Context: an optimization exercise on an open-source flow, tuned for small area, a short achievable clock period and few clock cycles per item. The choices shown serve that exercise and are no tape-out recipe. Only simulation tests tie the RTL to the original design; equivalence was not proved.

$ cat design/flow/config.mk
export PLATFORM = sky130hd
export DESIGN_NAME = gregorian_date_difference_days
export DESIGN_NICKNAME = gregorian_date_difference_days
export VERILOG_FILES = /design/flow/design.v
export SDC_FILE = /design/flow/constraint.sdc
export NUM_CORES = 4
export LEC_CHECK = 0
export CAP_MARGIN = 20
export CORE_MARGIN = 2
export CORE_UTILIZATION = 50
export SLEW_MARGIN = 20
$ cat design/flow/constraint.sdc
create_clock -name core_clock -period 8.5 [get_ports {clk_i}]
set_input_delay 1.7000 -clock core_clock [delete_from_list [all_inputs] [get_ports {clk_i}]]
set_output_delay 1.7000 -clock core_clock [all_outputs]
set_load 0.01 [all_outputs]
$ cat design/flow/run.sh
#!/bin/bash
# synth_recipe.tcl (not shown) runs the flow's synth.tcl, then flattens the netlist and writes it again
# the make line also repeats each setting of config.mk as NAME=value (left out here)
make -C /OpenROAD-flow-scripts/flow DESIGN_CONFIG=/design/flow/config.mk WORK_HOME=/design/flow/orfs CLKGATE_MAP_FILE= SYNTH_SCRIPT=/design/flow/synth_recipe.tcl finish
$ cat design/flow/design.v
package gdd_pkg;
  localparam int unsigned YEAR_BITS = 16;
  localparam int unsigned MONTH_W   = 4;
  localparam int unsigned DAY_W     = 5;
  localparam int unsigned HOUR_W    = 5;
  localparam int unsigned MIN_W     = 6;
  localparam int unsigned DAYS_W    = 26;
  localparam int unsigned DN_W      = 26;
  localparam int unsigned MOFF_W    = 9;
  localparam logic [HOUR_W-1:0] MAX_HOUR = 5'd23;
  localparam logic [MIN_W-1:0]  MAX_MIN  = 6'd59;
  localparam logic [DAY_W-1:0]  FEB_LEAP_LEN = 5'd29;
  localparam logic [MONTH_W-1:0] MONTH_JAN = 4'd1;
  localparam logic [MONTH_W-1:0] MONTH_FEB = 4'd2;
  localparam logic [MONTH_W-1:0] MONTH_DEC = 4'd12;
  localparam int unsigned RECIP_W     = 13;
  localparam logic [RECIP_W-1:0] RECIP25 = 13'd5243;
  localparam int unsigned RECIP_SHIFT = 17;
  localparam int unsigned Y4_W    = YEAR_BITS - 2;
  localparam int unsigned Y16_W   = YEAR_BITS - 4;
  localparam int unsigned P100_W  = Y4_W + RECIP_W;
  localparam int unsigned P400_W  = Y16_W + RECIP_W;
  localparam int unsigned Q100_W  = P100_W - RECIP_SHIFT;
  localparam int unsigned Q400_W  = P400_W - RECIP_SHIFT;
  localparam logic [DN_W-1:0] DAYS_PER_YEAR = 26'd365;
  localparam logic [DN_W-1:0] DAYS_PER_LEAP_YEAR = 26'd366;
  localparam logic [DN_W-1:0] DN_OFFSET     = 26'd58;
  typedef logic signed [DN_W-1:0] dnum_t;
  typedef struct packed {
    logic  ok;
    logic signed [DN_W-1:0] dn;
  } date_res_t;
  typedef struct packed {
    logic end_later;
    logic start_later;
  } tcmp_t;
endpackage
import gdd_pkg::*;
module gdd_date_unit (
  input  logic                             clk_i,
  input  logic                             en1_i,
  input  logic                             en2_i,
  input  logic [gdd_pkg::YEAR_BITS-1:0]    year_i,
  input  logic [gdd_pkg::MONTH_W-1:0]      month_i,
  input  logic [gdd_pkg::DAY_W-1:0]        day_i,
  input  logic [gdd_pkg::HOUR_W-1:0]       hour_i,
  input  logic [gdd_pkg::MIN_W-1:0]        minute_i,
  output gdd_pkg::date_res_t               res_o
);
  function logic [DAY_W-1:0] month_len(input logic [MONTH_W-1:0] mo);
    unique case (mo)
      4'd1, 4'd3, 4'd5, 4'd7, 4'd8, 4'd10, 4'd12: month_len = 5'd31;
      4'd4, 4'd6, 4'd9, 4'd11:                    month_len = 5'd30;
      4'd2:                                       month_len = 5'd28;
      default:                                    month_len = '0;
    endcase
  endfunction
  function logic [MOFF_W-1:0] month_off(input logic [MONTH_W-1:0] mo);
    unique case (mo)
      4'd3:    month_off = 9'd0;
      4'd4:    month_off = 9'd31;
      4'd5:    month_off = 9'd61;
      4'd6:    month_off = 9'd92;
      4'd7:    month_off = 9'd122;
      4'd8:    month_off = 9'd153;
      4'd9:    month_off = 9'd184;
      4'd10:   month_off = 9'd214;
      4'd11:   month_off = 9'd245;
      4'd12:   month_off = 9'd275;
      4'd1:    month_off = 9'd306;
      4'd2:    month_off = 9'd337;
      default: month_off = '0;
    endcase
  endfunction
  logic                  early;
  logic                  neg;
  logic [YEAR_BITS:0]    y_ext;
  logic [YEAR_BITS-1:0]  yabs;
  logic [P100_W-1:0]     p100;
  logic [P400_W-1:0]     p400;
  logic [P100_W-1:0]     p25yr;
  logic                  time_ok_q, mon_ok_q, feb_q, neg_q;
  logic                  div4_q;
  logic [DAY_W-1:0]      day_q, mlen_q;
  logic [YEAR_BITS-1:0]  yr_q, yabs_q;
  logic [Q100_W-1:0]     q100_q, q25yr_q;
  logic [Q400_W-1:0]     q400_q;
  logic [MOFF_W-1:0]     moff_q;
  assign early = (month_i <= MONTH_FEB);
  assign y_ext = {1'b0, year_i} - (YEAR_BITS+1)'(early);
  assign neg   = (year_i == '0) && early;
  assign yabs  = neg ? '0 : y_ext[YEAR_BITS-1:0];
  assign p100  = P100_W'(yabs[YEAR_BITS-1:2]) * P100_W'(RECIP25);
  assign p400  = P400_W'(yabs[YEAR_BITS-1:4]) * P400_W'(RECIP25);
  assign p25yr = P100_W'(year_i[YEAR_BITS-1:2]) * P100_W'(RECIP25);
  always_ff @(posedge clk_i) begin
    if (en1_i) begin
      time_ok_q <= (hour_i <= MAX_HOUR) && (minute_i <= MAX_MIN);
      mon_ok_q  <= (month_i >= MONTH_JAN) && (month_i <= MONTH_DEC);
      feb_q     <= (month_i == MONTH_FEB);
      neg_q     <= neg;
      div4_q    <= (year_i[1:0] == 2'b00);
      day_q     <= day_i;
      mlen_q    <= month_len(month_i);
      yr_q      <= year_i;
      yabs_q    <= yabs;
      q100_q    <= p100[P100_W-1:RECIP_SHIFT];
      q400_q    <= p400[P400_W-1:RECIP_SHIFT];
      q25yr_q   <= p25yr[P100_W-1:RECIP_SHIFT];
      moff_q    <= month_off(month_i);
    end
  end
  logic             mod100;
  logic             mod400;
  logic             leap;
  logic [DAY_W-1:0] len;
  logic             ok;
  logic [DN_W-1:0]  dn;
  gdd_pkg::date_res_t res_q;
  assign mod100 = div4_q && ((Y4_W'(q25yr_q) * Y4_W'(25)) == yr_q[YEAR_BITS-1:2]);
  assign mod400 = mod100 && (q25yr_q[1:0] == 2'b00);
  assign leap   = div4_q && !(mod100 && !mod400);
  assign len    = (feb_q && leap) ? FEB_LEAP_LEN : mlen_q;
  assign ok     = time_ok_q && mon_ok_q && (day_q != '0) && (day_q <= len);
  assign dn     = DN_W'(yabs_q) * DAYS_PER_YEAR
                + DN_W'(yabs_q[YEAR_BITS-1:2])
                - DN_W'(q100_q)
                + DN_W'(q400_q)
                + DN_W'(day_q)
                + DN_W'(moff_q)
                + DN_OFFSET
                - (neg_q ? DAYS_PER_LEAP_YEAR : '0);
  always_ff @(posedge clk_i) begin
    if (en2_i) begin
      res_q.ok <= ok;
      res_q.dn <= dn;
    end
  end
  assign res_o = res_q;
endmodule
import gdd_pkg::*;
module gdd_diff (
  input  logic                          clk_i,
  input  logic                          en3_i,
  input  logic                          en4_i,
  input  gdd_pkg::date_res_t            end_res_i,
  input  gdd_pkg::date_res_t            start_res_i,
  input  gdd_pkg::tcmp_t                tcmp_i,
  output logic                          valid_res_o,
  output logic signed [gdd_pkg::DAYS_W-1:0] days_o
);
  gdd_pkg::dnum_t diff_q;
  logic  ok_q;
  gdd_pkg::tcmp_t tcmp_q;
  always_ff @(posedge clk_i) begin
    if (en3_i) begin
      diff_q <= end_res_i.dn - start_res_i.dn;
      ok_q   <= end_res_i.ok && start_res_i.ok;
      tcmp_q <= tcmp_i;
    end
  end
  logic                     pos;
  logic                     negd;
  logic signed [DAYS_W-1:0] adj;
  logic                     valid_q;
  logic signed [DAYS_W-1:0] days_q;
  assign pos  = !diff_q[DN_W-1] && (diff_q != '0);
  assign negd = diff_q[DN_W-1];
  always_comb begin
    priority if (pos && tcmp_q.start_later) begin
      adj = DAYS_W'(diff_q - 26'sd1);
    end else if (negd && tcmp_q.end_later) begin
      adj = DAYS_W'(diff_q + 26'sd1);
    end else begin
      adj = DAYS_W'(diff_q);
    end
  end
  always_ff @(posedge clk_i) begin
    if (en4_i) begin
      valid_q <= ok_q;
      days_q  <= ok_q ? adj : '0;
    end
  end
  assign valid_res_o = valid_q;
  assign days_o      = days_q;
endmodule
import gdd_pkg::*;
module gregorian_date_difference_days (
  input  logic        clk_i,
  input  logic        rst_ni,
  input  logic        s_axis_tvalid_i,
  output logic        s_axis_tready_o,
  input  logic [71:0] s_axis_tdata_i,
  output logic        m_axis_tvalid_o,
  input  logic        m_axis_tready_i,
  output logic [31:0] m_axis_tdata_o,
  output logic [0:0]  m_axis_tuser_o
);
  logic [YEAR_BITS-1:0] end_year, start_year;
  logic [MONTH_W-1:0]   end_month, start_month;
  logic [DAY_W-1:0]     end_day, start_day;
  logic [HOUR_W-1:0]    end_hour, start_hour;
  logic [MIN_W-1:0]     end_minute, start_minute;
  assign end_year     = s_axis_tdata_i[15:0];
  assign end_month    = s_axis_tdata_i[19:16];
  assign end_day      = s_axis_tdata_i[24:20];
  assign end_hour     = s_axis_tdata_i[29:25];
  assign end_minute   = s_axis_tdata_i[35:30];
  assign start_year   = s_axis_tdata_i[51:36];
  assign start_month  = s_axis_tdata_i[55:52];
  assign start_day    = s_axis_tdata_i[60:56];
  assign start_hour   = s_axis_tdata_i[65:61];
  assign start_minute = s_axis_tdata_i[71:66];
  logic v1_q, v2_q, v3_q, v4_q;
  logic en1, en2, en3, en4;
  assign en4 = !v4_q || m_axis_tready_i;
  assign en3 = !v3_q || en4;
  assign en2 = !v2_q || en3;
  assign en1 = !v1_q || en2;
  always_ff @(posedge clk_i or negedge rst_ni) begin
    if (!rst_ni) begin
      v1_q <= 1'b0;
      v2_q <= 1'b0;
      v3_q <= 1'b0;
      v4_q <= 1'b0;
    end else begin
      if (en1) v1_q <= s_axis_tvalid_i;
      if (en2) v2_q <= v1_q;
      if (en3) v3_q <= v2_q;
      if (en4) v4_q <= v3_q;
    end
  end
  gdd_pkg::tcmp_t tcmp_d, tcmp1_q, tcmp2_q;
  assign tcmp_d.end_later   = (end_hour > start_hour) ||
                              ((end_hour == start_hour) && (end_minute > start_minute));
  assign tcmp_d.start_later = (start_hour > end_hour) ||
                              ((start_hour == end_hour) && (start_minute > end_minute));
  always_ff @(posedge clk_i) begin
    if (en1) tcmp1_q <= tcmp_d;
    if (en2) tcmp2_q <= tcmp1_q;
  end
  gdd_pkg::date_res_t end_res, start_res;
  gdd_date_unit u_end (
    .clk_i    (clk_i),
    .en1_i    (en1),
    .en2_i    (en2),
    .year_i   (end_year),
    .month_i  (end_month),
    .day_i    (end_day),
    .hour_i   (end_hour),
    .minute_i (end_minute),
    .res_o    (end_res)
  );
  gdd_date_unit u_start (
    .clk_i    (clk_i),
    .en1_i    (en1),
    .en2_i    (en2),
    .year_i   (start_year),
    .month_i  (start_month),
    .day_i    (start_day),
    .hour_i   (start_hour),
    .minute_i (start_minute),
    .res_o    (start_res)
  );
  logic                     valid_res;
  logic signed [DAYS_W-1:0] days;
  gdd_diff u_diff (
    .clk_i       (clk_i),
    .en3_i       (en3),
    .en4_i       (en4),
    .end_res_i   (end_res),
    .start_res_i (start_res),
    .tcmp_i      (tcmp2_q),
    .valid_res_o (valid_res),
    .days_o      (days)
  );
  assign s_axis_tready_o   = en1;
  assign m_axis_tvalid_o   = v4_q;
  assign m_axis_tdata_o    = {{(32-DAYS_W){1'b0}}, days};
  assign m_axis_tuser_o[0] = valid_res;
endmodule
==> notes.md <==
==> cells by family (layout without fill, tap and decap cells) <==
logic type | Yosys count | after routing | synth area share
AO/OA/AOI/OAI | 508 | 508 | 0.0779
XOR/XNOR | 251 | 251 | 0.0509
adder cells (fa/ha/maj) | 1436 | 1436 | 0.508
buffers and inverters | 1149 | 1549 | 0.101
flip-flops | 278 | 278 | 0.193
multiplexers | 9 | 9 | 0.00324
other | 1 | 7 | 0.0000868
AND/OR/NAND/NOR | 567 | 567 | 0.0671
==> layout by cell type, fill, tap and decap left out, types with 7 or more instances in the layout <==
master              n
inv_1            1122
nand3_1            53
o211ai_1           14
a31oi_1            15
ha_1              905
xor2_1             71
clkinvlp_4          7
o22ai_1             9
nand2b_1           25
o21bai_1           18
fa_1              524
or3_1              16
clkinv_1            9
buf_4             254
nor2b_1            32
clkdlybuf4s50_1   100
a21boi_0            7
or2_2              23
edfxtp_1          274
a21oi_1           140
nor4_1             11
nor3_1             43
nand4_1            24
nand2_1           122
and2_1             32
o31ai_1            13
a211oi_1           16
o21ai_0            82
xnor2_1           179
and3_1             24
clkbuf_16          37
o21a_1             34
a21o_1             69
nor2_1            124
==> sequential cells by signal, summed over array words and instances, names as in the netlist, 9 cells and up <==
name / cells
u_end.yr_q: 14
u_end.moff_q: 9
u_start.yabs_q: 16
u_start.q100_q: 10
u_end.q25yr_q: 10
u_end.yabs_q: 16
u_end.q100_q: 10
u_diff.diff_q: 26
u_end.res_q: 27
u_diff.days_q: 26
u_start.q25yr_q: 10
u_start.moff_q: 9
u_start.res_q: 27
u_start.yr_q: 14
==> layout make-up <==
| type | instances | area [um2] |
|---|---|---|
| inverters | 1124 | 4220 |
| clock buffers | 40 | 937 |
| diodes | 1 | 2.50 |
| repair buffers | 359 | 2980 |
| fillers | 7653 | 36600 |
| flip-flops and latches | 278 | 8330 |
| multi-input cells | 2777 | 30700 |
| well taps | 1144 | 1430 |
| clock inverters | 26 | 243 |
==> critical path: cells and delay by family <==
kind / cells / cell delay, ns
buffers and inverters: 8 / 1.25
AOI/OAI and AO/OA: 5 / 1.09
adders and majority gates: 8 / 3.10
and+or+nand+nor: 6 / 1.06
xor gates and xnor gates: 2 / 0.25
==> routing by layer <==
layer	up-vias	global-route usage	part of all wire
met1	13800	0.305	0.49
li1	14500	-	-
met5	-	0	0
met2	340	0.351	0.45
met4	0	0.0536	0.027
met3	102	0.0233	0.030
==> what timing repair did <==
| item | 4_1_cts | 5_1_grt |
|---|---|---|
| resized for setup | 4 | 31 |
| pin swaps | 0 | 14 |
| setup buffers | 0 | 5 |
| setup endpoints to repair | 5 | 19 |
| hold buffers | 0 | 0 |
==> per-stage QoR <==
stage / setup slack [ns] / hold WS (ns)
2_1_floorplan: 0.0250 / 0.400
3_3_place_gp: -0.631 / 0.409
3_5_place_dp: -0.814 / 0.408
4_1_cts: 0.0660 / 0.420
5_1_grt: -0.0536 / 0.437
6_report: 0.303 / 0.417
==> worst paths after layout <==
check	from	endpoint	cells after the start
min reg2reg	tcmp1_q[1]$_DFFE_PP_	tcmp2_q[1]$_DFFE_PP_	0
max in group asynchronous	rst_ni	v1_q$_DFFE_PN0P_	1
min	tcmp1_q[1]$_DFFE_PP_	tcmp2_q[1]$_DFFE_PP_	0
max reg2reg	u_start.yabs_q[7]$_DFFE_PP_	u_start.res_q[25]$_DFFE_PP_	25
max	s_axis_tdata_i[16]	u_end.q400_q[5]$_DFFE_PP_	29
min in group asynchronous	rst_ni	v4_q$_DFFE_PN0P_	1
==> out/metrics.yaml <==
yosysWarnings: 3
synth_cell_type_count: 80
final_area_mm2: 0.0488
dieHeight_um: 298
clock_latency_ns: 0.55
startpoint_type: "input pin"
finalCritPeriodShare: 0.964
via_count: 28800
ys_ff_latch: 278
crit_slowest_cell: "fa_2"
syn_to_final_growth_pct: 13.1
start_util: 0.506
antenna_found_initial: 4
synth_cells: 4199
cts_tree: "yes"
end_kind: "flip-flop"
synth_area_mm2: 0.0432
track_usage: 0.214
crit_top_cell: "buf_4"
clk_pin_slew_ns: 0.06
root_buffer: "clkbuf_16"
fmax_mhz: 122
port_buffers: 104
finalCriticalPeriod_ns: 8.20
firstDrtPassIters: 5
drive_gt1_frac: 0.0821
cts_max_level: 2
rows: 107
final_hold_viol_count: 0
crit_path_max_fanout: 3
synth.area.top_cells: "ha_1 (26%), fa_1 (24%), edfxtp_1 (19%)"
cp_data_required_time_ns: 8.79
grt_pass1_vias: 29900
placed_cell_area_mm2: 0.0475
cts_buffer_depth: 3
pin_count: 111
worst_slew_pin_slew_ns: 0.974
clock-sinks: 278
die-area_mm2: 0.0888
grt_max_degree: 68
die-width_um: 298
ys_top_cells_by_count: "inv_1 (1124), ha_1 (909), fa_1 (527)"
fin_nets: 6088
status: "complete, no violations"
path_class: "in2reg"
syn_avg_cell_area_um2: 10.3
slew_headroom: 0.350
final.setup_skew_ns: 0.0203
synth-edff-count: 274
cts_inserted_buffers: 36
async_flop_share: 0.0144
hold_path.class: "reg2reg"
antenna_left: 0
drt_wl_total_um: 92000
place_inst: 5677
hpwl_um: 81800
place.gp.congestion: 0.885
grt_overflow_total: 0
synth_top_cell_by_area: "ha_1"
finalSetupTns_ns: 0
core_area_mm2: 0.0854
cpPeakStageDelay_ns: 0.60
arrival_ns: 8.49
avgRoutedWirePerCell_um: 16.0
drc: 0
synth.most_common_cell: "inv_1"
post-route-util: 0.572
first_iter_violations: 1158
grt_pass1_wl_um: 152000
ys.flop_type: "edfxtp_1"
fin_cells: 5749
setup_viol: 0
rrSetupSlack_ns: 0.89
yosysSeqAreaShare: 0.193
yosysTopAreaCellShare: 0.263
avgViaCountPerCell: 5.00
slew_viol_final: 0
maxCapViolCount: 0
Testbench counts, summed over its fixed seeds: cycles 12,032, items 12,000.

[what the ideal ports hide]
In the flow no input, the clock included, has a driving cell. The finished layout below was timed again as built, in two steps. Step 1 assumes that a clkbuf_16 drives the clock port and a buf_2 every other input. Step 2 also shifts input and output timing later by t, the mid clock arrival at the registers, as if the neighbouring blocks saw the same clock. a / b / c = no drivers / after step 1 / after step 2; a / b = the first two.
t, ns: 0.602
setup WS [ns]: 0.303 / 0.343 / -0.259
clock arrival spread, ns: 0.024 / 0.024
pins driven straight from the clock port: 1
With both steps, setup timing fails in this run, where it was met with ideal ports. For this run, drivers alone change the setup slack by +0.040 ns; drivers and shift together by -0.562 ns.
